What follows belongs to an exercise in optimizing a design on an open flow for small area; a production flow would make more cautious choices.
Only simulation tests tie the RTL to the original design; equivalence was not proved.
Power figures rest on the tool's default switching activity, not on a simulated workload.

==> flow/design.v (outline; a module is shown in full before it is edited, if it fits) <==
// module poly_voice_engine: 1318 lines
module poly_voice_engine #(
  parameter int NUM_VOICES   = 8,
  parameter int PHASE_W      = 32,
  parameter int ENV_W        = 16,
  parameter int VEL_W        = 7,
  parameter int OUT_W        = 24,
  parameter int SAMPLE_DIV   = 1024,
  parameter int ATTACK_STEP  = 64,
  parameter int RELEASE_STEP = 16
) (
  input  logic                          i_clk,
  input  logic                          i_reset_n,
  input  logic                          i_cmd_valid,
  output logic                          o_cmd_ready,
  input  logic                          i_cmd_note_on,
  input  logic [$clog2(NUM_VOICES)-1:0] i_cmd_voice,
  input  logic [PHASE_W-1:0]            i_cmd_tuning,
  input  logic [VEL_W-1:0]              i_cmd_velocity,
  input  logic [1:0]                    i_wave_sel,
  output logic signed [OUT_W-1:0]       o_sample,
  output logic                          o_sample_valid,
  output logic [NUM_VOICES-1:0]         o_active_voices
);
  // ...
==> flow/flow/run.sh <==
#!/bin/bash
set -euo pipefail
here=$(cd "$(dirname "$0")" && pwd)
export CTS_ARGS="-sink_clustering_enable -repair_clock_nets -dont_use_dummy_load -buf_list sky130_fd_sc_hd__clkbuf_4 -sink_clustering_size 10 -sink_clustering_max_diameter 40"
export BUFFER_PORTS_ARGS="-buffer_cell sky130_fd_sc_hd__buf_1"
if [[ -s "$here/abc_area.script" ]]; then
  rm -rf scripts_area
  cp -r "$FLOW_HOME/scripts" scripts_area
  cp "$here/abc_area.script" scripts_area/abc_area.script
  export SCRIPTS_DIR="$PWD/scripts_area"
fi
if [[ -s "$here/synth_args.txt" ]]; then export SYNTH_ARGS="$(cat "$here/synth_args.txt")"; fi
bash standard.sh > flow_standard.log 2>&1
==> flow/flow/abc_area.script <==
strash
dch
amap
topo
==> flow/flow/synth_args.txt <==
-noabc
==> flow/standard.sh <==
#!/bin/bash
# synth_recipe.tcl (not shown) runs the flow's synth.tcl, then flattens the netlist and writes it again
# the make line also repeats each setting of config.mk as NAME=value (left out here)
make -C /OpenROAD-flow-scripts/flow DESIGN_CONFIG=/design/flow/config.mk WORK_HOME=/design/flow/orfs CLKGATE_MAP_FILE= SYNTH_SCRIPT=/design/flow/synth_recipe.tcl "${@:-finish}"
==> flow/config.mk <==
export PLATFORM = sky130hd
export DESIGN_NAME = poly_voice_engine
export DESIGN_NICKNAME = poly_voice_engine
export VERILOG_FILES = /design/flow/design.v
export SDC_FILE = /design/flow/constraint.sdc
export NUM_CORES = 4
export LEC_CHECK = 0
export ABC_AREA = 1
export CAP_MARGIN = 20
export CORE_MARGIN = 2
export CORE_UTILIZATION = 45
export SLEW_MARGIN = 20
==> flow/constraint.sdc <==
create_clock -name core_clock -period 10.0 [get_ports {i_clk}]
set_input_delay 2.0000 -clock core_clock [delete_from_list [all_inputs] [get_ports {i_clk}]]
set_output_delay 2.0000 -clock core_clock [all_outputs]
set_load 0.01 [all_outputs]
==> impl_summary.log, run 1 <==
[metrics] compound-cell area share of the yosys netlist: around 17%
[metrics] wire length of the first global-routing pass: around 110 mm
[metrics] most instantiated flip-flop cell in the synthesis netlist: sky130_fd_sc_hd__dfxtp_1
[metrics] sum of routed wire segments on met1: about 32 mm
[metrics] total area of multi-input combinational cells: 12850 um^2
[metrics] kind of cell with the highest combined delay on the critical path: compound AO/OA/AOI/OAI gates
[metrics] Synth Area in Simple Gates: between 7 and 8%
[metrics] H-tree depth: 3
[metrics] number of inverters outside the clock class in the layout: roughly 200
[metrics] fraction of standard cell area in multi-input logic: between 40% and 50%
[metrics] count of endpoints failing hold in the final timing report: 0
[metrics] fraction of cell area in non-clock buffers: 2.026%
[metrics] cell area after placement: between 30000 and 40000 um^2
[metrics] fraction of the cycle the final worst path needs: ~90%
[metrics] post-layout worst setup margin: ~0.96 ns
[metrics] commonest non-fill, non-tap cell in the layout: sky130_fd_sc_hd__dfxtp_1
[metrics] worst-case register-to-register setup slack: 0.96 ns
[metrics] initial standard-cell utilization of the core: 45.68%
[metrics] chip height: between 200 and 300 um
[metrics] run status: finished clean
[metrics] count of cell types in the netlist: just over 40
[metrics] Max-cap violations: 0
[metrics] number of top-level pins: between 80 and 90
[metrics] R2R cell count: 31
[metrics] clock network power: approximately 1.4 mW
[metrics] count of cell instances traversed by the critical path: 31
[metrics] slew at the pin closest to its max-slew limit: about 1.3 ns
[metrics] fin. max-slew vios: 0
[metrics] slowest stage cell on the critical path: sky130_fd_sc_hd__dfrtp_1
[metrics] synth-to-layout area growth: 8.653%
==> run 2: changes to the inputs <==
--- a/flow/design.v
+++ b/flow/design.v
@@ -27,17 +27,17 @@
   localparam int SW = (AW > OUT_W ? AW : OUT_W) + 1;
   localparam int EH = ENV_W - 4;
   localparam int PH = PHASE_W / 2;
   localparam logic [TW-1:0] T_SCAN = TW'(NUM_VOICES);
   localparam logic [TW-1:0] T_OUT  = TW'(NUM_VOICES + 2);
   localparam logic [TW-1:0] T_RDY  = TW'(NUM_VOICES + 3);
   localparam logic [ENV_W-1:0] ENV_MAX = '1;
   localparam logic [ENV_W-1:0] REL = ENV_W'(RELEASE_STEP);
-  typedef enum logic [1:0] {IDLE = 2'b00, ATTACK = 2'b01, RELEASE = 2'b10, SUSTAIN = 2'b11} state_t;
+  typedef enum logic [1:0] {IDLE, ATTACK, SUSTAIN, RELEASE} state_t;
   logic [TW-1:0]           r_tick;
   logic [PHASE_W-1:0]      c_phase  [NUM_VOICES];
   logic [PHASE_W-1:0]      c_tuning [NUM_VOICES];
   logic [VEL_W-1:0]        c_vel    [NUM_VOICES];
   logic [EH-1:0]           c_envh   [NUM_VOICES];
   logic                    c_envl   [NUM_VOICES];
   state_t                  r_state  [NUM_VOICES];
   logic [NUM_VOICES-1:0]   r_fresh;
@@ -49,20 +49,19 @@
   logic signed [AW-1:0]    r_acc;
   logic signed [OUT_W-1:0] r_sample;
   logic                    w_scan, w_scan1, w_cmd, w_off, w_on, w_att_full, w_fresh;
   logic [VW-1:0]           w_v, w_wslot;
   state_t                  w_st;
   logic [15:0]             w_p;
   logic signed [15:0]      w_wave;
   logic                    w_rel_done, w_full1, w_done1;
-  logic [EH-1:0]           w_eb, w_esum, w_nxt_envh;
-  logic                    w_nxt_envl, w_ea, w_er, w_eone, w_ezero;
-  logic [EH:0]             w_ec;
-  logic [AW-13:0]          w_hc;
+  logic [EH-1:0]           w_inc, w_dec, w_nxt_envh;
+  logic                    w_nxt_envl;
+  logic [EH:0]             w_ic, w_dc;
   logic [TW:0]             w_tc;
   logic [TW-1:0]           w_tick_inc;
   state_t                  w_nxt_state;
   logic [PH-1:0]           w_pa_lo, w_pb_lo, w_pa_hi, w_pb_hi;
   logic [AW-1:0]           w_accg;
   logic                    w_acc_cin, r_acc_c;
   logic [AW-14:0]          w_acc_hi;
   logic signed [OUT_W-1:0] w_sat;
@@ -75,51 +74,52 @@
   assign w_on    = w_cmd && !w_off;
   assign w_wslot = r_tick[VW-1:0] - i_cmd_voice + VW'(1);
   assign w_st    = r_state[w_v];
   assign w_fresh = r_fresh[w_v];
   assign w_p     = c_phase[1][PHASE_W-1 -: 16];
   always_comb begin
     w_att_full  = &c_envh[0][EH-1:2] || (c_envl[0] && c_envh[0] == EH'(4091));
     w_rel_done  = c_envh[0] == '0 || (c_envh[0] == EH'(1) && !c_envl[0]);
-    w_nxt_state = state_t'({w_st[0] ? w_st[1] || w_att_full : w_st[1] && !w_rel_done, w_st[0]});
+    w_nxt_state = w_st == ATTACK && w_att_full ? SUSTAIN :
+                  w_st == RELEASE && w_rel_done ? IDLE : w_st;
     w_wave = !w_scan1 || r_st == IDLE || r_sel == 2'b11 ? 16'sd0 :
              r_sel == 2'b00 ? {~w_p[15], w_p[14:0]} :
              r_sel == 2'b01 ? (w_p[15] ? 16'sh8001 : 16'sh7fff) :
              w_p[15] ? 16'h7fff - {w_p[14:0], 1'b0} : {~w_p[14], w_p[13:0], 1'b0};
     w_full1 = &c_envh[1][EH-1:2] || (c_envl[1] && c_envh[1] == EH'(4091));
     w_done1 = c_envh[1] == '0 || (c_envh[1] == EH'(1) && !c_envl[1]);
-    w_ea   = w_scan1 && r_st == ATTACK;
-    w_er   = w_scan1 && r_st == RELEASE;
-    w_eone = w_ea && w_full1;
-    w_ezero = w_scan1 && (r_st == IDLE || (r_st == RELEASE && w_done1));
-    w_ec[0] = 1'b0;
+    w_ic[2] = 1'b1;
+    w_dc[0] = 1'b1;
     for (int i = 0; i < EH; i++) begin
-      w_eb[i]   = i == 2 ? w_ea || w_er : w_er;
-      w_esum[i] = c_envh[1][i] ^ w_eb[i] ^ w_ec[i];
-      w_ec[i+1] = (c_envh[1][i] & w_eb[i]) | (w_ec[i] & (c_envh[1][i] ^ w_eb[i]));
+      if (i < 2) w_inc[i] = c_envh[1][i];
+      else begin
+        w_inc[i]  = c_envh[1][i] ^ w_ic[i];
+        w_ic[i+1] = c_envh[1][i] & w_ic[i];
+      end
+      w_dec[i]  = c_envh[1][i] ^ w_dc[i];
+      w_dc[i+1] = !c_envh[1][i] & w_dc[i];
     end
-    w_nxt_envh = (w_esum | {EH{w_eone}}) & ~{EH{w_ezero}};
-    w_nxt_envl = (c_envl[1] || w_eone) && !w_ezero;
+    w_nxt_envh = r_st == ATTACK ? (w_full1 ? '1 : w_inc) :
+                 r_st == RELEASE ? (w_done1 ? '0 : w_dec) :
+                 r_st == SUSTAIN ? c_envh[1] : '0;
+    w_nxt_envl = r_st == ATTACK ? (w_full1 || c_envl[1]) :
+                 r_st == RELEASE || r_st == SUSTAIN ? c_envl[1] && !(r_st == RELEASE && w_done1) : 1'b0;
     w_tc[0] = 1'b1;
     for (int i = 0; i < TW; i++) begin
       w_tick_inc[i] = r_tick[i] ^ w_tc[i];
       w_tc[i+1]     = r_tick[i] & w_tc[i];
     end
     w_pa_lo = w_fresh ? '0 : c_phase[0][PH-1:0];
     w_pb_lo = w_scan ? c_tuning[0][PH-1:0] : '0;
     w_pa_hi = c_phase[1][PHASE_W-1:PH];
     w_pb_hi = w_scan1 ? ~c_tuning[1][PHASE_W-1:PH] : '0;
     w_accg = r_tick == TW'(2) ? '0 : r_acc;
     w_acc_cin = r_tick != TW'(2) && r_acc_c;
-    w_hc[0] = r_acc_c;
-    for (int i = 0; i < AW - 13; i++) begin
-      w_acc_hi[i] = r_acc[13+i] ^ w_hc[i];
-      w_hc[i+1]   = r_acc[13+i] & w_hc[i];
-    end
+    w_acc_hi = r_acc[AW-1:13] + (AW-13)'(r_acc_c);
     w_sat  = w_acc_hi[AW-14:OUT_W-14] == '0 || w_acc_hi[AW-14:OUT_W-14] == '1 ?
              {w_acc_hi[OUT_W-14:0], r_acc[12:0]} : {w_acc_hi[AW-14], {(OUT_W-1){!w_acc_hi[AW-14]}}};
     w_active = '0;
     for (int i = 0; i < NUM_VOICES; i++) w_active[i] = r_state[i] != IDLE;
   end
   wire gpl_n0 = w_pa_lo[0] ^ w_pb_lo[0];
   wire gpl_n1 = w_pa_lo[0] & w_pb_lo[0];
   wire gpl_n2 = w_pa_lo[1] ^ w_pb_lo[1];
@@ -686,225 +686,132 @@
   wire gm1_n465 = gm1_n464 ^ gm1_n388;
   wire gm1_n466 = (1'b1 & gm1_n389) | (gm1_n388 & gm1_n464);
   wire gm1_n467 = gm1_n139 ^ gm1_n154;
   wire gm1_n468 = gm1_n467 ^ gm1_n390;
   wire gm1_n469 = (gm1_n139 & gm1_n154) | (gm1_n390 & gm1_n467);
   wire gm1_n470 = gm1_n155 ^ 1'b1;
   wire gm1_n471 = gm1_n155 & 1'b1;
   wire gm1_n472 = gm1_n2 & c_envl[1];
-  wire gm1_n473 = gm1_n3 & 1'b0;
-  wire gm1_n474 = gm1_n4 & 1'b0;
-  wire gm1_n475 = gm1_n5 & 1'b0;
-  wire gm1_n476 = c_envh[1][1] & gm1_n391;
-  wire gm1_n477 = gm1_n393 & gm1_n392;
-  wire gm1_n478 = gm1_n396 & gm1_n394;
-  wire gm1_n479 = gm1_n399 & gm1_n397;
-  wire gm1_n480 = gm1_n402 & gm1_n400;
-  wire gm1_n481 = gm1_n405 & gm1_n403;
-  wire gm1_n482 = gm1_n408 & gm1_n406;
-  wire gm1_n483 = gm1_n411 & gm1_n409;
-  wire gm1_n484 = gm1_n414 & gm1_n412;
-  wire gm1_n485 = gm1_n417 & gm1_n415;
-  wire gm1_n486 = gm1_n420 & gm1_n418;
-  wire gm1_n487 = gm1_n423 & gm1_n421;
+  wire gm1_n473 = (gm1_n3 & 1'b0) | (gm1_n472 & (gm1_n3 ^ 1'b0));
+  wire gm1_n474 = (gm1_n4 & 1'b0) | (gm1_n473 & (gm1_n4 ^ 1'b0));
+  wire gm1_n475 = (gm1_n5 & 1'b0) | (gm1_n474 & (gm1_n5 ^ 1'b0));
+  wire gm1_n476 = (c_envh[1][1] & gm1_n391) | (gm1_n475 & (c_envh[1][1] ^ gm1_n391));
+  wire gm1_n477 = (gm1_n393 & gm1_n392) | (gm1_n476 & (gm1_n393 ^ gm1_n392));
+  wire gm1_n478 = (gm1_n396 & gm1_n394) | (gm1_n477 & (gm1_n396 ^ gm1_n394));
+  wire gm1_n479 = (gm1_n399 & gm1_n397) | (gm1_n478 & (gm1_n399 ^ gm1_n397));
+  wire gm1_n480 = (gm1_n402 & gm1_n400) | (gm1_n479 & (gm1_n402 ^ gm1_n400));
+  wire gm1_n481 = (gm1_n405 & gm1_n403) | (gm1_n480 & (gm1_n405 ^ gm1_n403));
+  wire gm1_n482 = (gm1_n408 & gm1_n406) | (gm1_n481 & (gm1_n408 ^ gm1_n406));
+  wire gm1_n483 = (gm1_n411 & gm1_n409) | (gm1_n482 & (gm1_n411 ^ gm1_n409));
+  wire gm1_n484 = (gm1_n414 & gm1_n412) | (gm1_n483 & (gm1_n414 ^ gm1_n412));
+  wire gm1_n485 = (gm1_n417 & gm1_n415) | (gm1_n484 & (gm1_n417 ^ gm1_n415));
+  wire gm1_n486 = (gm1_n420 & gm1_n418) | (gm1_n485 & (gm1_n420 ^ gm1_n418));
+  wire gm1_n487 = (gm1_n423 & gm1_n421) | (gm1_n486 & (gm1_n423 ^ gm1_n421));
   wire gm1_n488 = gm1_n426 & gm1_n424;
   wire gm1_n489 = gm1_n429 & gm1_n427;
   wire gm1_n490 = gm1_n432 & gm1_n430;
   wire gm1_n491 = gm1_n435 & gm1_n433;
   wire gm1_n492 = gm1_n438 & gm1_n436;
   wire gm1_n493 = gm1_n441 & gm1_n439;
   wire gm1_n494 = gm1_n444 & gm1_n442;
   wire gm1_n495 = gm1_n447 & gm1_n445;
   wire gm1_n496 = gm1_n450 & gm1_n448;
   wire gm1_n497 = gm1_n453 & gm1_n451;
   wire gm1_n498 = gm1_n456 & gm1_n454;
   wire gm1_n499 = gm1_n459 & gm1_n457;
   wire gm1_n500 = gm1_n462 & gm1_n460;
   wire gm1_n501 = gm1_n465 & gm1_n463;
   wire gm1_n502 = gm1_n468 & gm1_n466;
   wire gm1_n503 = gm1_n470 & gm1_n469;
-  wire gm1_n504 = gm1_n2 ^ c_envl[1];
-  wire gm1_n505 = gm1_n3 ^ 1'b0;
-  wire gm1_n506 = gm1_n4 ^ 1'b0;
-  wire gm1_n507 = gm1_n5 ^ 1'b0;
-  wire gm1_n508 = c_envh[1][1] ^ gm1_n391;
-  wire gm1_n509 = gm1_n393 ^ gm1_n392;
-  wire gm1_n510 = gm1_n396 ^ gm1_n394;
-  wire gm1_n511 = gm1_n399 ^ gm1_n397;
-  wire gm1_n512 = gm1_n402 ^ gm1_n400;
-  wire gm1_n513 = gm1_n405 ^ gm1_n403;
-  wire gm1_n514 = gm1_n408 ^ gm1_n406;
-  wire gm1_n515 = gm1_n411 ^ gm1_n409;
-  wire gm1_n516 = gm1_n414 ^ gm1_n412;
-  wire gm1_n517 = gm1_n417 ^ gm1_n415;
-  wire gm1_n518 = gm1_n420 ^ gm1_n418;
-  wire gm1_n519 = gm1_n423 ^ gm1_n421;
-  wire gm1_n520 = gm1_n426 ^ gm1_n424;
-  wire gm1_n521 = gm1_n429 ^ gm1_n427;
-  wire gm1_n522 = gm1_n432 ^ gm1_n430;
-  wire gm1_n523 = gm1_n435 ^ gm1_n433;
-  wire gm1_n524 = gm1_n438 ^ gm1_n436;
-  wire gm1_n525 = gm1_n441 ^ gm1_n439;
-  wire gm1_n526 = gm1_n444 ^ gm1_n442;
-  wire gm1_n527 = gm1_n447 ^ gm1_n445;
-  wire gm1_n528 = gm1_n450 ^ gm1_n448;
-  wire gm1_n529 = gm1_n453 ^ gm1_n451;
-  wire gm1_n530 = gm1_n456 ^ gm1_n454;
-  wire gm1_n531 = gm1_n459 ^ gm1_n457;
-  wire gm1_n532 = gm1_n462 ^ gm1_n460;
-  wire gm1_n533 = gm1_n465 ^ gm1_n463;
-  wire gm1_n534 = gm1_n468 ^ gm1_n466;
-  wire gm1_n535 = gm1_n470 ^ gm1_n469;
-  wire gm1_n536 = gm1_n473 | (gm1_n505 & gm1_n472);
-  wire gm1_n537 = gm1_n505 & gm1_n504;
-  wire gm1_n538 = gm1_n475 | (gm1_n507 & gm1_n474);
-  wire gm1_n539 = gm1_n507 & gm1_n506;
-  wire gm1_n540 = gm1_n477 | (gm1_n509 & gm1_n476);
-  wire gm1_n541 = gm1_n509 & gm1_n508;
-  wire gm1_n542 = gm1_n479 | (gm1_n511 & gm1_n478);
-  wire gm1_n543 = gm1_n511 & gm1_n510;
-  wire gm1_n544 = gm1_n481 | (gm1_n513 & gm1_n480);
-  wire gm1_n545 = gm1_n513 & gm1_n512;
-  wire gm1_n546 = gm1_n483 | (gm1_n515 & gm1_n482);
-  wire gm1_n547 = gm1_n515 & gm1_n514;
-  wire gm1_n548 = gm1_n485 | (gm1_n517 & gm1_n484);
-  wire gm1_n549 = gm1_n517 & gm1_n516;
-  wire gm1_n550 = gm1_n487 | (gm1_n519 & gm1_n486);
-  wire gm1_n551 = gm1_n519 & gm1_n518;
-  wire gm1_n552 = gm1_n489 | (gm1_n521 & gm1_n488);
-  wire gm1_n553 = gm1_n521 & gm1_n520;
-  wire gm1_n554 = gm1_n491 | (gm1_n523 & gm1_n490);
-  wire gm1_n555 = gm1_n523 & gm1_n522;
-  wire gm1_n556 = gm1_n493 | (gm1_n525 & gm1_n492);
-  wire gm1_n557 = gm1_n525 & gm1_n524;
-  wire gm1_n558 = gm1_n495 | (gm1_n527 & gm1_n494);
-  wire gm1_n559 = gm1_n527 & gm1_n526;
-  wire gm1_n560 = gm1_n497 | (gm1_n529 & gm1_n496);
-  wire gm1_n561 = gm1_n529 & gm1_n528;
-  wire gm1_n562 = gm1_n499 | (gm1_n531 & gm1_n498);
-  wire gm1_n563 = gm1_n531 & gm1_n530;
-  wire gm1_n564 = gm1_n501 | (gm1_n533 & gm1_n500);
-  wire gm1_n565 = gm1_n533 & gm1_n532;
-  wire gm1_n566 = gm1_n503 | (gm1_n535 & gm1_n502);
-  wire gm1_n567 = gm1_n535 & gm1_n534;
-  wire gm1_n568 = gm1_n538 | (gm1_n539 & gm1_n536);
-  wire gm1_n569 = gm1_n539 & gm1_n537;
-  wire gm1_n570 = gm1_n542 | (gm1_n543 & gm1_n540);
-  wire gm1_n571 = gm1_n543 & gm1_n541;
-  wire gm1_n572 = gm1_n546 | (gm1_n547 & gm1_n544);
-  wire gm1_n573 = gm1_n547 & gm1_n545;
-  wire gm1_n574 = gm1_n550 | (gm1_n551 & gm1_n548);
-  wire gm1_n575 = gm1_n551 & gm1_n549;
-  wire gm1_n576 = gm1_n554 | (gm1_n555 & gm1_n552);
-  wire gm1_n577 = gm1_n555 & gm1_n553;
-  wire gm1_n578 = gm1_n558 | (gm1_n559 & gm1_n556);
-  wire gm1_n579 = gm1_n559 & gm1_n557;
-  wire gm1_n580 = gm1_n562 | (gm1_n563 & gm1_n560);
-  wire gm1_n581 = gm1_n563 & gm1_n561;
-  wire gm1_n582 = gm1_n566 | (gm1_n567 & gm1_n564);
-  wire gm1_n583 = gm1_n567 & gm1_n565;
-  wire gm1_n584 = gm1_n570 | (gm1_n571 & gm1_n568);
-  wire gm1_n585 = gm1_n571 & gm1_n569;
-  wire gm1_n586 = gm1_n574 | (gm1_n575 & gm1_n572);
-  wire gm1_n587 = gm1_n575 & gm1_n573;
-  wire gm1_n588 = gm1_n578 | (gm1_n579 & gm1_n576);
-  wire gm1_n589 = gm1_n579 & gm1_n577;
-  wire gm1_n590 = gm1_n582 | (gm1_n583 & gm1_n580);
-  wire gm1_n591 = gm1_n583 & gm1_n581;
-  wire gm1_n592 = gm1_n586 | (gm1_n587 & gm1_n584);
-  wire gm1_n593 = gm1_n587 & gm1_n585;
-  wire gm1_n594 = gm1_n590 | (gm1_n591 & gm1_n588);
-  wire gm1_n595 = gm1_n591 & gm1_n589;
-  wire gm1_n596 = gm1_n594 | (gm1_n595 & gm1_n592);
-  wire gm1_n597 = gm1_n595 & gm1_n593;
-  wire gm1_n598 = gm1_n588 | (gm1_n589 & gm1_n592);
-  wire gm1_n599 = gm1_n589 & gm1_n593;
-  wire gm1_n600 = gm1_n572 | (gm1_n573 & gm1_n584);
-  wire gm1_n601 = gm1_n573 & gm1_n585;
-  wire gm1_n602 = gm1_n576 | (gm1_n577 & gm1_n592);
-  wire gm1_n603 = gm1_n577 & gm1_n593;
-  wire gm1_n604 = gm1_n580 | (gm1_n581 & gm1_n598);
-  wire gm1_n605 = gm1_n581 & gm1_n599;
-  wire gm1_n606 = gm1_n540 | (gm1_n541 & gm1_n568);
-  wire gm1_n607 = gm1_n541 & gm1_n569;
-  wire gm1_n608 = gm1_n544 | (gm1_n545 & gm1_n584);
-  wire gm1_n609 = gm1_n545 & gm1_n585;
-  wire gm1_n610 = gm1_n548 | (gm1_n549 & gm1_n600);
-  wire gm1_n611 = gm1_n549 & gm1_n601;
-  wire gm1_n612 = gm1_n552 | (gm1_n553 & gm1_n592);
-  wire gm1_n613 = gm1_n553 & gm1_n593;
-  wire gm1_n614 = gm1_n556 | (gm1_n557 & gm1_n602);
-  wire gm1_n615 = gm1_n557 & gm1_n603;
-  wire gm1_n616 = gm1_n560 | (gm1_n561 & gm1_n598);
-  wire gm1_n617 = gm1_n561 & gm1_n599;
-  wire gm1_n618 = gm1_n564 | (gm1_n565 & gm1_n604);
-  wire gm1_n619 = gm1_n565 & gm1_n605;
-  wire gm1_n620 = gm1_n474 | (gm1_n506 & gm1_n536);
-  wire gm1_n621 = gm1_n506 & gm1_n537;
-  wire gm1_n622 = gm1_n476 | (gm1_n508 & gm1_n568);
-  wire gm1_n623 = gm1_n508 & gm1_n569;
-  wire gm1_n624 = gm1_n478 | (gm1_n510 & gm1_n606);
-  wire gm1_n625 = gm1_n510 & gm1_n607;
-  wire gm1_n626 = gm1_n480 | (gm1_n512 & gm1_n584);
-  wire gm1_n627 = gm1_n512 & gm1_n585;
-  wire gm1_n628 = gm1_n482 | (gm1_n514 & gm1_n608);
-  wire gm1_n629 = gm1_n514 & gm1_n609;
-  wire gm1_n630 = gm1_n484 | (gm1_n516 & gm1_n600);
-  wire gm1_n631 = gm1_n516 & gm1_n601;
-  wire gm1_n632 = gm1_n486 | (gm1_n518 & gm1_n610);
-  wire gm1_n633 = gm1_n518 & gm1_n611;
-  wire gm1_n634 = gm1_n488 | (gm1_n520 & gm1_n592);
-  wire gm1_n635 = gm1_n520 & gm1_n593;
-  wire gm1_n636 = gm1_n490 | (gm1_n522 & gm1_n612);
-  wire gm1_n637 = gm1_n522 & gm1_n613;
-  wire gm1_n638 = gm1_n492 | (gm1_n524 & gm1_n602);
-  wire gm1_n639 = gm1_n524 & gm1_n603;
-  wire gm1_n640 = gm1_n494 | (gm1_n526 & gm1_n614);
-  wire gm1_n641 = gm1_n526 & gm1_n615;
-  wire gm1_n642 = gm1_n496 | (gm1_n528 & gm1_n598);
-  wire gm1_n643 = gm1_n528 & gm1_n599;
-  wire gm1_n644 = gm1_n498 | (gm1_n530 & gm1_n616);
-  wire gm1_n645 = gm1_n530 & gm1_n617;
-  wire gm1_n646 = gm1_n500 | (gm1_n532 & gm1_n604);
-  wire gm1_n647 = gm1_n532 & gm1_n605;
-  wire gm1_n648 = gm1_n502 | (gm1_n534 & gm1_n618);
-  wire gm1_n649 = gm1_n534 & gm1_n619;
-  wire gm1_n650 = gm1_n505 ^ gm1_n472;
-  wire gm1_n651 = gm1_n506 ^ gm1_n536;
-  wire gm1_n652 = gm1_n507 ^ gm1_n620;
-  wire gm1_n653 = gm1_n508 ^ gm1_n568;
-  wire gm1_n654 = gm1_n509 ^ gm1_n622;
-  wire gm1_n655 = gm1_n510 ^ gm1_n606;
-  wire gm1_n656 = gm1_n511 ^ gm1_n624;
-  wire gm1_n657 = gm1_n512 ^ gm1_n584;
-  wire gm1_n658 = gm1_n513 ^ gm1_n626;
-  wire gm1_n659 = gm1_n514 ^ gm1_n608;
-  wire gm1_n660 = gm1_n515 ^ gm1_n628;
-  wire gm1_n661 = gm1_n516 ^ gm1_n600;
-  wire gm1_n662 = gm1_n517 ^ gm1_n630;
-  wire gm1_n663 = gm1_n518 ^ gm1_n610;
-  wire gm1_n664 = gm1_n519 ^ gm1_n632;
-  wire gm1_n665 = gm1_n520 ^ gm1_n592;
-  wire gm1_n666 = gm1_n521 ^ gm1_n634;
-  wire gm1_n667 = gm1_n522 ^ gm1_n612;
-  wire gm1_n668 = gm1_n523 ^ gm1_n636;
-  wire gm1_n669 = gm1_n524 ^ gm1_n602;
-  wire gm1_n670 = gm1_n525 ^ gm1_n638;
-  wire gm1_n671 = gm1_n526 ^ gm1_n614;
-  wire gm1_n672 = gm1_n527 ^ gm1_n640;
-  wire gm1_n673 = gm1_n528 ^ gm1_n598;
-  wire gm1_n674 = gm1_n529 ^ gm1_n642;
-  wire gm1_n675 = gm1_n530 ^ gm1_n616;
-  wire gm1_n676 = gm1_n531 ^ gm1_n644;
-  wire gm1_n677 = gm1_n532 ^ gm1_n604;
-  wire gm1_n678 = gm1_n533 ^ gm1_n646;
-  wire gm1_n679 = gm1_n534 ^ gm1_n618;
-  wire gm1_n680 = gm1_n535 ^ gm1_n648;
-  wire [15:0] g_m1 = {gm1_n680, gm1_n679, gm1_n678, gm1_n677, gm1_n676, gm1_n675, gm1_n674, gm1_n673, gm1_n672, gm1_n671, gm1_n670, gm1_n669, gm1_n668, gm1_n667, gm1_n666, gm1_n665};
+  wire gm1_n504 = gm1_n426 ^ gm1_n424;
+  wire gm1_n505 = gm1_n429 ^ gm1_n427;
+  wire gm1_n506 = gm1_n432 ^ gm1_n430;
+  wire gm1_n507 = gm1_n435 ^ gm1_n433;
+  wire gm1_n508 = gm1_n438 ^ gm1_n436;
+  wire gm1_n509 = gm1_n441 ^ gm1_n439;
+  wire gm1_n510 = gm1_n444 ^ gm1_n442;
+  wire gm1_n511 = gm1_n447 ^ gm1_n445;
+  wire gm1_n512 = gm1_n450 ^ gm1_n448;
+  wire gm1_n513 = gm1_n453 ^ gm1_n451;
+  wire gm1_n514 = gm1_n456 ^ gm1_n454;
+  wire gm1_n515 = gm1_n459 ^ gm1_n457;
+  wire gm1_n516 = gm1_n462 ^ gm1_n460;
+  wire gm1_n517 = gm1_n465 ^ gm1_n463;
+  wire gm1_n518 = gm1_n468 ^ gm1_n466;
+  wire gm1_n519 = gm1_n470 ^ gm1_n469;
+  wire gm1_n520 = gm1_n489 | (gm1_n505 & gm1_n488);
+  wire gm1_n521 = gm1_n505 & gm1_n504;
+  wire gm1_n522 = gm1_n491 | (gm1_n507 & gm1_n490);
+  wire gm1_n523 = gm1_n507 & gm1_n506;
+  wire gm1_n524 = gm1_n493 | (gm1_n509 & gm1_n492);
+  wire gm1_n525 = gm1_n509 & gm1_n508;
+  wire gm1_n526 = gm1_n495 | (gm1_n511 & gm1_n494);
+  wire gm1_n527 = gm1_n511 & gm1_n510;
+  wire gm1_n528 = gm1_n497 | (gm1_n513 & gm1_n496);
+  wire gm1_n529 = gm1_n513 & gm1_n512;
+  wire gm1_n530 = gm1_n499 | (gm1_n515 & gm1_n498);
+  wire gm1_n531 = gm1_n515 & gm1_n514;
+  wire gm1_n532 = gm1_n501 | (gm1_n517 & gm1_n500);
+  wire gm1_n533 = gm1_n517 & gm1_n516;
+  wire gm1_n534 = gm1_n503 | (gm1_n519 & gm1_n502);
+  wire gm1_n535 = gm1_n519 & gm1_n518;
+  wire gm1_n536 = gm1_n522 | (gm1_n523 & gm1_n520);
+  wire gm1_n537 = gm1_n523 & gm1_n521;
+  wire gm1_n538 = gm1_n526 | (gm1_n527 & gm1_n524);
+  wire gm1_n539 = gm1_n527 & gm1_n525;
+  wire gm1_n540 = gm1_n530 | (gm1_n531 & gm1_n528);
+  wire gm1_n541 = gm1_n531 & gm1_n529;
+  wire gm1_n542 = gm1_n534 | (gm1_n535 & gm1_n532);
+  wire gm1_n543 = gm1_n535 & gm1_n533;
+  wire gm1_n544 = gm1_n538 | (gm1_n539 & gm1_n536);
+  wire gm1_n545 = gm1_n539 & gm1_n537;
+  wire gm1_n546 = gm1_n542 | (gm1_n543 & gm1_n540);
+  wire gm1_n547 = gm1_n543 & gm1_n541;
+  wire gm1_n548 = gm1_n546 | (gm1_n547 & gm1_n544);
+  wire gm1_n549 = gm1_n547 & gm1_n545;
+  wire gm1_n550 = gm1_n540 | (gm1_n541 & gm1_n544);
+  wire gm1_n551 = gm1_n541 & gm1_n545;
+  wire gm1_n552 = gm1_n524 | (gm1_n525 & gm1_n536);
+  wire gm1_n553 = gm1_n525 & gm1_n537;
+  wire gm1_n554 = gm1_n528 | (gm1_n529 & gm1_n544);
+  wire gm1_n555 = gm1_n529 & gm1_n545;
+  wire gm1_n556 = gm1_n532 | (gm1_n533 & gm1_n550);
+  wire gm1_n557 = gm1_n533 & gm1_n551;
+  wire gm1_n558 = gm1_n490 | (gm1_n506 & gm1_n520);
+  wire gm1_n559 = gm1_n506 & gm1_n521;
+  wire gm1_n560 = gm1_n492 | (gm1_n508 & gm1_n536);
+  wire gm1_n561 = gm1_n508 & gm1_n537;
+  wire gm1_n562 = gm1_n494 | (gm1_n510 & gm1_n552);
+  wire gm1_n563 = gm1_n510 & gm1_n553;
+  wire gm1_n564 = gm1_n496 | (gm1_n512 & gm1_n544);
+  wire gm1_n565 = gm1_n512 & gm1_n545;
+  wire gm1_n566 = gm1_n498 | (gm1_n514 & gm1_n554);
+  wire gm1_n567 = gm1_n514 & gm1_n555;
+  wire gm1_n568 = gm1_n500 | (gm1_n516 & gm1_n550);
+  wire gm1_n569 = gm1_n516 & gm1_n551;
+  wire gm1_n570 = gm1_n502 | (gm1_n518 & gm1_n556);
+  wire gm1_n571 = gm1_n518 & gm1_n557;
+  wire gm1_n572 = gm1_n504 ^ gm1_n487;
+  wire gm1_n573 = gm1_n505 ^ (gm1_n488 | (gm1_n504 & gm1_n487));
+  wire gm1_n574 = gm1_n506 ^ (gm1_n520 | (gm1_n521 & gm1_n487));
+  wire gm1_n575 = gm1_n507 ^ (gm1_n558 | (gm1_n559 & gm1_n487));
+  wire gm1_n576 = gm1_n508 ^ (gm1_n536 | (gm1_n537 & gm1_n487));
+  wire gm1_n577 = gm1_n509 ^ (gm1_n560 | (gm1_n561 & gm1_n487));
+  wire gm1_n578 = gm1_n510 ^ (gm1_n552 | (gm1_n553 & gm1_n487));
+  wire gm1_n579 = gm1_n511 ^ (gm1_n562 | (gm1_n563 & gm1_n487));
+  wire gm1_n580 = gm1_n512 ^ (gm1_n544 | (gm1_n545 & gm1_n487));
+  wire gm1_n581 = gm1_n513 ^ (gm1_n564 | (gm1_n565 & gm1_n487));
+  wire gm1_n582 = gm1_n514 ^ (gm1_n554 | (gm1_n555 & gm1_n487));
+  wire gm1_n583 = gm1_n515 ^ (gm1_n566 | (gm1_n567 & gm1_n487));
+  wire gm1_n584 = gm1_n516 ^ (gm1_n550 | (gm1_n551 & gm1_n487));
+  wire gm1_n585 = gm1_n517 ^ (gm1_n568 | (gm1_n569 & gm1_n487));
+  wire gm1_n586 = gm1_n518 ^ (gm1_n556 | (gm1_n557 & gm1_n487));
+  wire gm1_n587 = gm1_n519 ^ (gm1_n570 | (gm1_n571 & gm1_n487));
+  wire [15:0] g_m1 = {gm1_n587, gm1_n586, gm1_n585, gm1_n584, gm1_n583, gm1_n582, gm1_n581, gm1_n580, gm1_n579, gm1_n578, gm1_n577, gm1_n576, gm1_n575, gm1_n574, gm1_n573, gm1_n572};
   wire gm2_n0 = c_vel[2][0] ^ 1'b0;
   wire gm2_n1 = (c_vel[2][1] & ~c_vel[2][0] & ~1'b0) | (~c_vel[2][1] & c_vel[2][0] & 1'b0);
   wire gm2_n2 = (gm2_n0 & r_a[0]) ^ c_vel[2][1];
   wire gm2_n3 = ((gm2_n0 & r_a[1]) | (gm2_n1 & r_a[0])) ^ c_vel[2][1];
   wire gm2_n4 = ((gm2_n0 & r_a[2]) | (gm2_n1 & r_a[1])) ^ c_vel[2][1];
   wire gm2_n5 = ((gm2_n0 & r_a[3]) | (gm2_n1 & r_a[2])) ^ c_vel[2][1];
   wire gm2_n6 = ((gm2_n0 & r_a[4]) | (gm2_n1 & r_a[3])) ^ c_vel[2][1];
   wire gm2_n7 = ((gm2_n0 & r_a[5]) | (gm2_n1 & r_a[4])) ^ c_vel[2][1];
@@ -1270,18 +1177,18 @@
         c_vel[k]    <= ~c_vel[J];
       end
       if (k == 1) begin
         c_phase[k] <= {c_phase[J][PHASE_W-1:PH] & {PH{!w_fresh}}, g_ph_lo};
         c_envh[k]  <= c_envh[J];
         c_envl[k]  <= c_envl[J];
       end else if (k == 2) begin
         c_phase[k] <= {g_ph_hi, c_phase[J][PH-1:0]};
-        c_envh[k]  <= w_nxt_envh;
-        c_envl[k]  <= w_nxt_envl;
+        c_envh[k]  <= w_scan1 ? w_nxt_envh : c_envh[J];
+        c_envl[k]  <= w_scan1 ? w_nxt_envl : c_envl[J];
       end else begin
         c_phase[k] <= c_phase[J];
         c_envh[k]  <= c_envh[J];
         c_envl[k]  <= c_envl[J];
       end
     end
   end
   always_ff @(posedge i_clk) begin
@@ -1299,20 +1206,19 @@
       r_tick         <= '0;
       r_active       <= '0;
       r_sample       <= '0;
       for (int i = 0; i < NUM_VOICES; i++) r_state[i] <= IDLE;
     end else begin
       r_tick         <= w_tick_inc;
       r_active       <= w_active;
       if (r_tick == T_OUT) r_sample <= w_sat;
-      for (int i = 0; i < NUM_VOICES; i++) begin
-        if (w_scan && w_v == VW'(i)) r_state[i] <= w_nxt_state;
-        else if (w_cmd && i_cmd_voice == VW'(i))
-          r_state[i] <= w_off ? state_t'({r_state[i][1] || r_state[i][0], 1'b0}) : ATTACK;
-      end
+      if (w_scan) r_state[w_v] <= w_nxt_state;
+      if (w_cmd && w_off && (r_state[i_cmd_voice] == ATTACK || r_state[i_cmd_voice] == SUSTAIN))
+        r_state[i_cmd_voice] <= RELEASE;
+      if (w_on) r_state[i_cmd_voice] <= ATTACK;
     end
   end
   assign o_cmd_ready     = r_tick >= T_RDY;
   assign o_sample        = r_sample;
   assign o_sample_valid  = r_tick == T_RDY;
   assign o_active_voices = r_active;
 endmodule
==> flow/flow/run.sh (replaced) <==
#!/bin/bash
set -euo pipefail
here=$(cd "$(dirname "$0")" && pwd)
export CTS_ARGS="-sink_clustering_enable -repair_clock_nets -dont_use_dummy_load -buf_list sky130_fd_sc_hd__clkbuf_4 -sink_clustering_size 8 -sink_clustering_max_diameter 50"
export BUFFER_PORTS_ARGS="-buffer_cell sky130_fd_sc_hd__buf_1"
if [[ -s "$here/synth_args.txt" ]]; then export SYNTH_ARGS="$(cat "$here/synth_args.txt")"; fi
bash standard.sh > flow_standard.log 2>&1
==> flow/config.mk (replaced) <==
export PLATFORM = sky130hd
export DESIGN_NAME = poly_voice_engine
export DESIGN_NICKNAME = poly_voice_engine
export VERILOG_FILES = /design/flow/design.v
export SDC_FILE = /design/flow/constraint.sdc
export NUM_CORES = 4
export LEC_CHECK = 0
export ABC_AREA = 1
export CAP_MARGIN = 20
export CORE_MARGIN = 2
export CORE_UTILIZATION = 40
export SLEW_MARGIN = 20
removed: flow/flow/abc_area.script
==> run 2 against run 1 <==
Against the previous run: still clean on timing, DRC and antenna; first-iteration DRC count down 39%; worst hold slack better by 0.013 ns; sequential power about the same; power up 2.7%; clock skew down 0.015 ns; wire length down 6.1%; critical endpoint is now c_phase[2][31].
==> impl_summary.log, run 2 <==
[metrics] CTS root buffer: sky130_fd_sc_hd__clkbuf_4 (unchanged)
[metrics] syn_nets: 3753 (was 3002)
[metrics] worst-path fanout max: 20 (was 14)
[metrics] data required time of the worst path: 10.77 ns (was 10.68 ns)
[metrics] worst hold stages: 0 (unchanged)
[metrics] ratio of routed vias to standard cells: 4.785 (was 5.571)
[metrics] antenna violations before repair: 4 (was 3)
[metrics] top library cells by usage in the layout, fill and taps aside: sky130_fd_sc_hd__dfxtp_1, sky130_fd_sc_hd__nor2_1, sky130_fd_sc_hd__inv_1 (was sky130_fd_sc_hd__dfxtp_1, sky130_fd_sc_hd__o22ai_1, sky130_fd_sc_hd__nor2_1)
[metrics] flop and latch count out of synthesis: 786 (unchanged)
[metrics] TritonCTS clock tree: done (unchanged)
[metrics] TritonCTS Buffers: 113 (was 97)
[metrics] Bufs and invs on worst path: 2 (was 5)
[metrics] count leader, synth: sky130_fd_sc_hd__dfxtp_1 (unchanged)
[metrics] worst-case register-to-register setup slack: 1.49 ns (was 0.96 ns)
[metrics] number of nets in the finished design: 3826 (was 3228)
[metrics] destination of the worst hold path: c_envh[0][0] (was c_phase[4][22])
[metrics] Die X-Extent: 288.0 um (was 260.3 um)
[metrics] GR Layer Usage met1: 22.16% (was 28.24%)
[metrics] share of synthesized registers carrying an async set or reset: 7.379% (unchanged)
[metrics] count of endpoints failing setup in the final report: 0 (unchanged)
[metrics] fraction of the cycle the final worst path needs: 85.07% (was 90.44%)
[metrics] largest net degree at the start of global routing: 69 (was 59)
[metrics] die area: 82950 um^2 (was 67740 um^2)
[metrics] slowest stage cell on the critical path: sky130_fd_sc_hd__dfrtp_1 (unchanged)
[metrics] wire length reported by the detailed router: 65.73 mm (was 69.97 mm)
[metrics] overall routing resource usage: 16.19% (was 20.75%)
[metrics] post-synthesis cell type with the largest combined area: sky130_fd_sc_hd__dfxtp_1 (unchanged)
[metrics] EDFF count, synth: 0 (unchanged)
[metrics] crit path capture type: flop (unchanged)
[metrics] post-placement setup slack: 1.349 ns (was 0.3029 ns)
[metrics] count of cell types in the netlist: 49 (was 41)
[metrics] average wire per standard cell: 14.54 um (was 18.79 um)
[metrics] sequential cell area fraction in the yosys report: 49.67% (was 54.22%)
[metrics] post-layout worst setup margin: 1.493 ns (was 0.9555 ns)
[metrics] wire length of the first global-routing pass: 108.8 mm (was 112.6 mm)
[metrics] worst-case clock buffer depth: 3 (unchanged)
[metrics] unrepaired setup endpoints after global routing: no (unchanged)
[metrics] Final GP Congestion: 0.8455 (was 0.8696)
[metrics] HPWL Detailed: 45.85 mm (was 45.42 mm)
[metrics] VDD IR-drop max: 0.1079 mV (was 0.09730 mV)
[metrics] met3 routing resource usage after global routing: 3.027% (was 4.021%)
[metrics] sequential cell area: 16030 um^2 (unchanged)
[metrics] CTS Hold Buffers Added: 0 (unchanged)
[metrics] worst flop-to-flop path startpoint: r_tick[0] (unchanged)
[metrics] final worst path period need: 8.507 ns (was 9.044 ns)
[metrics] post-CTS clock slew at the launch and capture registers of the worst setup and hold paths: 0.09 ns (was 0.11 ns)
[metrics] hold path start: c_envh[7][0] (was c_phase[3][22])
[metrics] cell area after placement: 33540 um^2 (was 31340 um^2)
[metrics] number of DRC violations after detailed-routing iteration 0: 1049 (was 1733)
[metrics] Gates resized, CTS repair: 0 (unchanged)
[metrics] critical path start-end classification: flop to flop (unchanged)
[metrics] total non-filler cell area in the finished layout: 34390 um^2 (was 32110 um^2)
[metrics] Worst Skew: 0.1183 ns (was 0.1329 ns)
[metrics] kind of path behind the tightest hold check: flop to flop (unchanged)
[metrics] areal power density over the cells: 222.4 nW/um^2 (was 231.9 nW/um^2)
[metrics] vias after detailed routing: 21631 (was 20740)
[metrics] number of sinks handled by clock tree synthesis: 786 (unchanged)
[metrics] total design power: 7.649 mW (was 7.445 mW)
[metrics] count of buffers added by post-CTS timing repair for setup: 0 (unchanged)
[metrics] largest registers: c_phase x256, c_tuning x256, c_envh x96 (unchanged)
[metrics] filler cell count: 7992 (was 5936)
[metrics] R2R cell count: 24 (was 31)
[metrics] chip height: 288.0 um (was 260.3 um)
[metrics] type of origin of the critical path: flop (unchanged)
[metrics] crit-path cells: inv_4 > ha_1 > inv_1 > nor2_1 > nand3_1 > nand2_4 > nor2_1 > fa_1 > fa_1 > fa_1 > fa_1 > fa_1 > fa_1 > fa_1 > fa_1 > fa_1 > fa_1 > fa_1 > fa_1 > fa_1 > fa_1 > fa_1 > xor2_1 > xor2_1
[metrics] capturing point of the worst reg2reg path: c_phase[2][31] (was r_a[15])
[metrics] Critical Path Max Stage Delay: 0.52 ns (was 0.61 ns)
[metrics] Detail Route Antenna Nets: 0 (unchanged)
[metrics] fraction of layout instances using a drive strength above 1: 5.059% (was 5.800%)
[metrics] data arrival time of the worst path: 9.28 ns (was 9.72 ns)
[metrics] most instantiated flip-flop cell in the synthesis netlist: sky130_fd_sc_hd__dfxtp_1 (unchanged)
[metrics] slew at the pin closest to its max-slew limit: 1.070 ns (was 1.273 ns)
[metrics] Max transition margin: 28.17% (was 12.95%)
[metrics] post-route DRC violation count: 0 (unchanged)
[metrics] Max-cap violations: 0 (unchanged)
[metrics] floorplan row count: 104 (was 93)
[metrics] total area of multi-input combinational cells: 14020 um^2 (was 12850 um^2)
[metrics] number of top-level pins: 82 (unchanged)
[metrics] gr busiest metal: met2 (unchanged)
[metrics] grt ovf: 0 (unchanged)
[metrics] biggest area contributors in the synthesized netlist: sky130_fd_sc_hd__dfxtp_1, sky130_fd_sc_hd__fa_1, sky130_fd_sc_hd__nor2_1 (was sky130_fd_sc_hd__dfxtp_1, sky130_fd_sc_hd__fa_1, sky130_fd_sc_hd__o22ai_1)
[metrics] H-tree depth: 3 (unchanged)
[metrics] core box area: 80160 um^2 (was 64700 um^2)
[metrics] cell count after synthesis: 3388 (was 2638)
[metrics] average size of a mapped cell: 9.523 um^2 (was 11.20 um^2)
[metrics] Final Util: 42.91% (was 49.63%)
[metrics] area share of the largest cell type after synthesis: 45.17% (was 49.31%)
[metrics] leak pwr: 15.76 nW (was 12.74 nW)
[metrics] clock latency on the worst-skew pair: 0.89 ns (was 0.88 ns)
[metrics] fin. max-slew vios: 0 (unchanged)
[metrics] run status: finished clean (unchanged)
[metrics] kind of cell with the highest combined delay on the critical path: adder cells (was compound AO/OA/AOI/OAI gates)
[metrics] synth warn: 7 (unchanged)
[metrics] number of iterations in the first detailed-routing pass: 7 (unchanged)
[metrics] Port Buf Inserts: 81 (unchanged)
[metrics] Fmax achieved: 117.6 MHz (was 110.6 MHz)
[metrics] synth-to-layout area growth: 6.600% (was 8.653%)
[metrics] met2 Use GR: 25.92% (was 33.92%)
[metrics] commonest cells in the netlist: sky130_fd_sc_hd__dfxtp_1, sky130_fd_sc_hd__nor2_1, sky130_fd_sc_hd__inv_1 (was sky130_fd_sc_hd__dfxtp_1, sky130_fd_sc_hd__o22ai_1, sky130_fd_sc_hd__nor2_1)
[metrics] count of endpoints failing hold in the final timing report: 0 (unchanged)
[metrics] commonest non-fill, non-tap cell in the layout: sky130_fd_sc_hd__dfxtp_1 (unchanged)
[metrics] setup_tns: 0 ns (unchanged)
[metrics] initial standard-cell utilization of the core: 40.25% (was 45.68%)
[metrics] vias in the first global route: 21063 (was 21053)
[metrics] most common cell type on the critical path: sky130_fd_sc_hd__fa_1
[metrics] post-synthesis cell area: 32260 um^2 (was 29550 um^2)
[run 2: changes by cell type after synthesis, sizes merged, moves of 17 or more]
cell	change
inv	+443
clkinv	-202
o22a	-32
xor2	+157
nand2	+158
a21oi	+181
ha	+18
o22ai	-289
fa	-17
nor2	+243
clkbuf	+124
nor2b	-78
buf	+24
nand3	+26
[run 2: cell families (layout without fill, tap and decap cells)]
| logic type | after synthesis | in the layout | share of synthesized area, % |
|---|---|---|---|
| compound gates | 656 | 656 | 11.44 |
| xor+xnor | 162 | 162 | 4.398 |
| fa+ha+maj | 317 | 317 | 16.67 |
| buf+inv | 595 | 666 | 6.957 |
| flops | 786 | 786 | 49.67 |
| mux | 2 | 2 | 0.06205 |
| other cells | 0 | 2 | 0 |
| simple gates | 870 | 870 | 10.81 |
[run 2: through the flow]
stage                     hold WS (ns)  std cells
final                           0.2679       4521
after global routing            0.2702       4521
after CTS                       0.2569       4519
after detailed placement        0.3121       4406
after global placement          0.3096       4406
after floorplan                 0.3096       3388
[run 2: area by class of cell]
type | count | area share [%]
multi-input cells | 2007 | 40.75
well taps | 1060 | 3.856
flip-flops and latches | 786 | 46.59
diodes | 2 | 0.01455
inverters | 447 | 4.886
clock buffers | 113 | 2.466
repair buffers | 106 | 1.433
[run 2: worst reg2reg max path, cell delays in order (launching register included)]
cell	delay, ns
sky130_fd_sc_hd__dfrtp_1	0.52
sky130_fd_sc_hd__inv_4	0.20
sky130_fd_sc_hd__ha_1	0.20
sky130_fd_sc_hd__inv_1	0.05
sky130_fd_sc_hd__nor2_1	0.09
sky130_fd_sc_hd__nand3_1	0.20
sky130_fd_sc_hd__nand2_4	0.33
sky130_fd_sc_hd__nor2_1	0.12
sky130_fd_sc_hd__fa_1	0.42
sky130_fd_sc_hd__fa_1	0.43
sky130_fd_sc_hd__fa_1	0.42
sky130_fd_sc_hd__fa_1	0.42
sky130_fd_sc_hd__fa_1	0.43
sky130_fd_sc_hd__fa_1	0.42
sky130_fd_sc_hd__fa_1	0.44
sky130_fd_sc_hd__fa_1	0.45
sky130_fd_sc_hd__fa_1	0.43
sky130_fd_sc_hd__fa_1	0.42
sky130_fd_sc_hd__fa_1	0.42
sky130_fd_sc_hd__fa_1	0.44
sky130_fd_sc_hd__fa_1	0.43
sky130_fd_sc_hd__fa_1	0.42
sky130_fd_sc_hd__fa_1	0.42
sky130_fd_sc_hd__xor2_1	0.16
sky130_fd_sc_hd__xor2_1	0.18
[run 2: where the power goes]
part / internal (mW) / leakage, nW / switching (mW) / total (mW)
Clock: 0.515 / 0.520 / 0.955 / 1.47
Sequential: 3.86 / 6.72 / 0.253 / 4.11
Combinational: 0.887 / 8.52 / 1.18 / 2.07
[run 2: worst max path at each step]
| stage | cells after the start | slack (ns) | start | to |
|---|---|---|---|---|
| floorplan | 25 | 1.72 | r_tick[1] | c_phase[2][31] |
| CTS | 24 | 1.42 | r_tick[0] | c_phase[2][31] |
| finish | 24 | 1.49 | r_tick[0] | c_phase[2][31] |
| global route | 24 | 1.07 | r_tick[0] | c_phase[2][31] |
| global placement | 24 | 1.44 | r_tick[1] | c_phase[2][31] |
| detailed placement | 24 | 1.35 | r_tick[1] | c_phase[2][31] |
[run 2: layer usage]
layer | share of wire, % | up-vias | wire, um
li1 | - | 10932 | -
met1 | 49 | 10165 | 31940
met2 | 45 | 419 | 29460
met3 | 4.3 | 115 | 2836
met4 | 2.3 | 0 | 1488
met5 | 0 | - | 0
==> run 3: changes to the inputs <==
removed: flow/flow/synth_args.txt
==> run 3 against run 2 <==
Against the previous run: worst hold slack lost 0.020 ns; clock power hardly changed; critical endpoint is now r_acc[24]; highest routed layer is now met5; area after synthesis increased by 0.61%; cell count up 1.7%.
==> impl_summary.log, run 3 <==
[metrics] run status: finished clean (unchanged)
[metrics] crit-path cells: buf_4 > inv_1 > o21ai_2 > o22ai_1 > xor2_1 > fa_1 > fa_1 > fa_1 > fa_1 > inv_1 > fa_1 > fa_1 > fa_1 > fa_1 > fa_1 > fa_1 > fa_1 > fa_1 > fa_1 > fa_1 > inv_1 > fa_1 > inv_1 (was inv_4 > ha_1 > inv_1 > nor2_1 > nand3_1 > nand2_4 > nor2_1 > fa_1 > fa_1 > fa_1 > fa_1 > fa_1 > fa_1 > fa_1 > fa_1 > fa_1 > fa_1 > fa_1 > fa_1 > fa_1 > fa_1 > fa_1 > xor2_1 > xor2_1)
[metrics] Max-cap violations: 0 (unchanged)
[metrics] count of endpoints failing setup in the final report: 0 (unchanged)
[metrics] fraction of layout instances using a drive strength above 1: 5.320% (was 5.059%)
[metrics] total non-filler cell area in the finished layout: 34570 um^2 (was 34390 um^2)
[metrics] slew at the pin closest to its max-slew limit: 0.9458 ns (was 1.070 ns)
[metrics] number of sinks handled by clock tree synthesis: 786 (unchanged)
[metrics] TritonCTS clock tree: done (unchanged)
[metrics] most instantiated flip-flop cell in the synthesis netlist: sky130_fd_sc_hd__dfxtp_1 (unchanged)
[metrics] VDD IR-drop max: 0.1479 mV (was 0.1079 mV)
[metrics] EDFF count, synth: 0 (unchanged)
[metrics] largest family of logic cells by synthesized area: adder cells (unchanged)
[metrics] wire length reported by the detailed router: 69.09 mm (was 65.73 mm)
[metrics] number of nets in the finished design: 3890 (was 3826)
[metrics] chip height: 288.9 um (was 288.0 um)
[metrics] WHS: 0.2478 ns (was 0.2679 ns)
[metrics] cell area after placement: 33710 um^2 (was 33540 um^2)
[metrics] worst-case clock buffer depth: 3 (unchanged)
[metrics] CTS root buffer: sky130_fd_sc_hd__clkbuf_4 (unchanged)
[metrics] Critical Path Max Stage Delay: 0.61 ns (was 0.52 ns)
[metrics] grt ovf: 0 (unchanged)
[metrics] average size of a mapped cell: 9.366 um^2 (was 9.523 um^2)
[metrics] synth-to-layout area growth: 6.502% (was 6.600%)
[metrics] number of iterations in the first detailed-routing pass: 7 (unchanged)
[metrics] sequential cell area: 16030 um^2 (unchanged)
[metrics] CTS Hold Buffers Added: 0 (unchanged)
[metrics] unrepaired setup endpoints after global routing: no (unchanged)
[metrics] count of cell types in the netlist: 53 (was 49)
[metrics] post-synthesis share of cell area spent on full adders, half adders and majority gates: 16.03% (was 16.67%)
[metrics] commonest non-fill, non-tap cell in the layout: sky130_fd_sc_hd__dfxtp_1 (unchanged)
[metrics] post-CTS clock slew at the launch and capture registers of the worst setup and hold paths: 0.09 ns (about the same)
[metrics] clock latency on the worst-skew pair: 0.91 ns (was 0.89 ns)
[metrics] data arrival time of the worst path: 9.47 ns (was 9.28 ns)
[metrics] Worst Skew: 0.1570 ns (was 0.1183 ns)
[metrics] setup_tns: 0 ns (unchanged)
[metrics] post-layout worst setup margin: 1.312 ns (was 1.493 ns)
[metrics] multiplexer share of the synthesized area: 0.1310% (was 0.06205%)
[metrics] worst hold stages: 0 (unchanged)
[metrics] ratio of routed vias to standard cells: 4.806 (was 4.785)
[metrics] type of origin of the critical path: flop (unchanged)
[metrics] H-tree depth: 3 (unchanged)
[metrics] most common cell type on the critical path: sky130_fd_sc_hd__fa_1 (unchanged)
[metrics] largest registers: c_phase x256, c_tuning x256, c_envh x96 (unchanged)
[metrics] overall routing resource usage: 16.95% (was 16.19%)
[metrics] core box area: 80420 um^2 (was 80160 um^2)
[metrics] share of synthesized registers carrying an async set or reset: 7.379% (unchanged)
[metrics] crit path capture type: flop (unchanged)
[metrics] Fmax achieved: 115.1 MHz (was 117.6 MHz)
[metrics] vias in the first global route: 21716 (was 21063)
[metrics] flop and latch count out of synthesis: 786 (unchanged)
[metrics] initial standard-cell utilization of the core: 40.37% (was 40.25%)
[metrics] top library cells by usage in the layout, fill and taps aside: sky130_fd_sc_hd__dfxtp_1, sky130_fd_sc_hd__nor2_1, sky130_fd_sc_hd__inv_1 (unchanged)
[metrics] area share of the largest cell type after synthesis: 44.89% (was 45.17%)
[metrics] commonest cells in the netlist: sky130_fd_sc_hd__dfxtp_1, sky130_fd_sc_hd__nor2_1, sky130_fd_sc_hd__inv_1 (unchanged)
[metrics] synth warn: 7 (unchanged)
[metrics] count of endpoints failing hold in the final timing report: 0 (unchanged)
[metrics] post-synthesis cell area: 32460 um^2 (was 32260 um^2)
[metrics] antenna violations before repair: 10 (was 4)
[metrics] post-synthesis cell type with the largest combined area: sky130_fd_sc_hd__dfxtp_1 (unchanged)
[metrics] worst-path fanout max: 15 (was 20)
[metrics] Detail Route Antenna Nets: 0 (unchanged)
[metrics] compound-cell area share of the yosys netlist: 11.14% (was 11.44%)
[metrics] Die X-Extent: 288.9 um (was 288.0 um)
[metrics] post-route DRC violation count: 0 (unchanged)
[metrics] fraction of the cycle the final worst path needs: 86.88% (was 85.07%)
[metrics] largest net degree at the start of global routing: 79 (was 69)
[metrics] syn_nets: 3820 (was 3753)
[metrics] number of DRC violations after detailed-routing iteration 0: 1198 (was 1049)
[metrics] data required time of the worst path: 10.78 ns (was 10.77 ns)
[metrics] HPWL Detailed: 47.59 mm (was 45.85 mm)
[metrics] average wire per standard cell: 15.03 um (was 14.54 um)
[metrics] die area: 83450 um^2 (was 82950 um^2)
[metrics] critical path start-end classification: flop to flop (unchanged)
[metrics] total area of multi-input combinational cells: 13940 um^2 (was 14020 um^2)
[metrics] count of buffers added by post-CTS timing repair for setup: 0 (unchanged)
[metrics] Gates resized, CTS repair: 0 (unchanged)
[metrics] vias after detailed routing: 22097 (was 21631)
[metrics] kind of path behind the tightest hold check: flop to flop (unchanged)
[metrics] areal power density over the cells: 222.3 nW/um^2 (was 222.4 nW/um^2)
[metrics] Max transition margin: 36.95% (was 28.17%)
[metrics] final worst path period need: 8.688 ns (was 8.507 ns)
[metrics] count leader, synth: sky130_fd_sc_hd__dfxtp_1 (unchanged)
[metrics] total design power: 7.684 mW (was 7.649 mW)
[metrics] count of cell instances traversed by the critical path: 23 (was 24)
[metrics] filler cell count: 7963 (was 7992)
[metrics] Final GP Congestion: 0.8751 (was 0.8455)
[metrics] kind of cell with the highest combined delay on the critical path: adder cells (unchanged)
[metrics] Bufs and invs on worst path: 5 (was 2)
[metrics] TritonCTS Buffers: 112 (was 113)
[metrics] Synth Area in Simple Gates: 11.08% (was 10.81%)
[metrics] floorplan row count: 104 (unchanged)
[metrics] sequential cell area fraction in the yosys report: 49.37% (was 49.67%)
[metrics] post-synthesis share of cell area spent on xor and xnor gates: 4.533% (was 4.398%)
[metrics] R2R cell count: 23 (was 24)
[metrics] fin. max-slew vios: 0 (unchanged)
[metrics] Port Buf Inserts: 81 (unchanged)
[metrics] post-placement setup slack: 1.055 ns (was 1.349 ns)
[metrics] biggest area contributors in the synthesized netlist: sky130_fd_sc_hd__dfxtp_1, sky130_fd_sc_hd__fa_1, sky130_fd_sc_hd__nor2_1 (unchanged)
[metrics] leak pwr: 15.93 nW (was 15.76 nW)
[metrics] number of top-level pins: 82 (unchanged)
[metrics] cell count after synthesis: 3466 (was 3388)
[metrics] wire length of the first global-routing pass: 113.4 mm (was 108.8 mm)
[metrics] slowest stage cell on the critical path: sky130_fd_sc_hd__o21ai_2 (was sky130_fd_sc_hd__dfrtp_1)
[run 3: cell count changes after synthesis, moves of 8 or more]
cell | before | now
sky130_fd_sc_hd__inv_1 | 433 | 496
sky130_fd_sc_hd__a221o_1 | 8 | 0
sky130_fd_sc_hd__nand3_1 | 40 | 48
sky130_fd_sc_hd__clkbuf_1 | 124 | 135
sky130_fd_sc_hd__nand2_1 | 239 | 247
[run 3: cell families (layout without fill, tap and decap cells)]
family | Yosys count | after routing
xor+xnor | 168 | 168
simple gates | 895 | 895
mux | 4 | 4
buf+inv | 659 | 727
fa+ha+maj | 306 | 306
compound gates | 648 | 648
other cells | 0 | 4
flops | 786 | 786
[run 3: final cells by class]
| cell class | count | area share [%] |
|---|---|---|
| Sequential cell | 786 | 46.35 |
| Multi-Input combinational cell | 2021 | 40.33 |
| Inverter | 503 | 5.468 |
| Tap cell | 1060 | 3.836 |
| Clock buffer | 112 | 2.432 |
| Timing Repair Buffer | 112 | 1.556 |
| Antenna cell | 4 | 0.02895 |
[run 3: final timing paths]
kind	startpoint	endpoint	slack, ns
worst max register to register	c_vel[2][5]	r_acc[24]	1.31
worst min register to register	c_phase[5][12]	c_phase[6][12]	0.25
max in group asynchronous	i_reset_n	r_tick[9]	8.07
worst min-delay path	c_phase[5][12]	c_phase[6][12]	0.25
worst max-delay path	c_vel[2][5]	r_acc[24]	1.31
min in group asynchronous	i_reset_n	r_tick[4]	1.29
[run 3: power breakdown]
group / total (mW) / switching [mW] / internal [mW]
Clock: 1.47 / 0.964 / 0.510
Sequential: 4.12 / 0.270 / 3.85
Combinational: 2.09 / 1.22 / 0.869
[run 3: per-stage QoR]
stage	util, %	std cells
floorplan	-	3466
global placement	41.92	4482
detailed placement	41.92	4482
CTS	42.97	4594
global route	42.99	4598
finish	42.99	4598
[run 3: per-layer routing]
metal,vias up,routed length (um),GRT usage (%)
met1,10396,33240,23.67
met4,10,1271,4.897
met3,111,3832,3.457
li1,11083,-,-
met2,497,30690,26.63
met5,-,66,0

[afterwards: timing with drivers on the ports]
In the flow no input, the clock included, has a driving cell. The finished layouts below were timed again as built, in two steps.
Step 1 (the two cells are an assumption about what drives the block):
set clk [get_ports {i_clk}]
set_driving_cell -lib_cell sky130_fd_sc_hd__clkbuf_16 $clk
set_driving_cell -lib_cell sky130_fd_sc_hd__buf_2 [delete_from_list [all_inputs] $clk]
Step 2 moves the port delays by t, midway between the first and last clock arrival at a register: inputs arrive t later, outputs are due t later. That takes back most of the time a late clock gives input paths.
a / b / c = no drivers / after step 1 / after step 2; a / b = the first two.
run | shift t [ns] | slack for setup (ns) | hold slack, ns | worst setup path after step 2 | slew at the worst register clock pin (ns)
run 1 | 0.869 | 0.956 / 0.956 / 0.956 | 0.255 / 0.255 / 0.255 | register to register | 0.11 / 0.11
run 2 | 0.889 | 1.493 / 1.493 / 1.493 | 0.268 / 0.268 / 0.268 | register to register | 0.11 / 0.11
run 3 | 0.897 | 1.312 / 1.312 / 1.312 | 0.248 / 0.248 / 0.248 | register to register | 0.10 / 0.10
After both steps setup and hold are still met in every run listed.
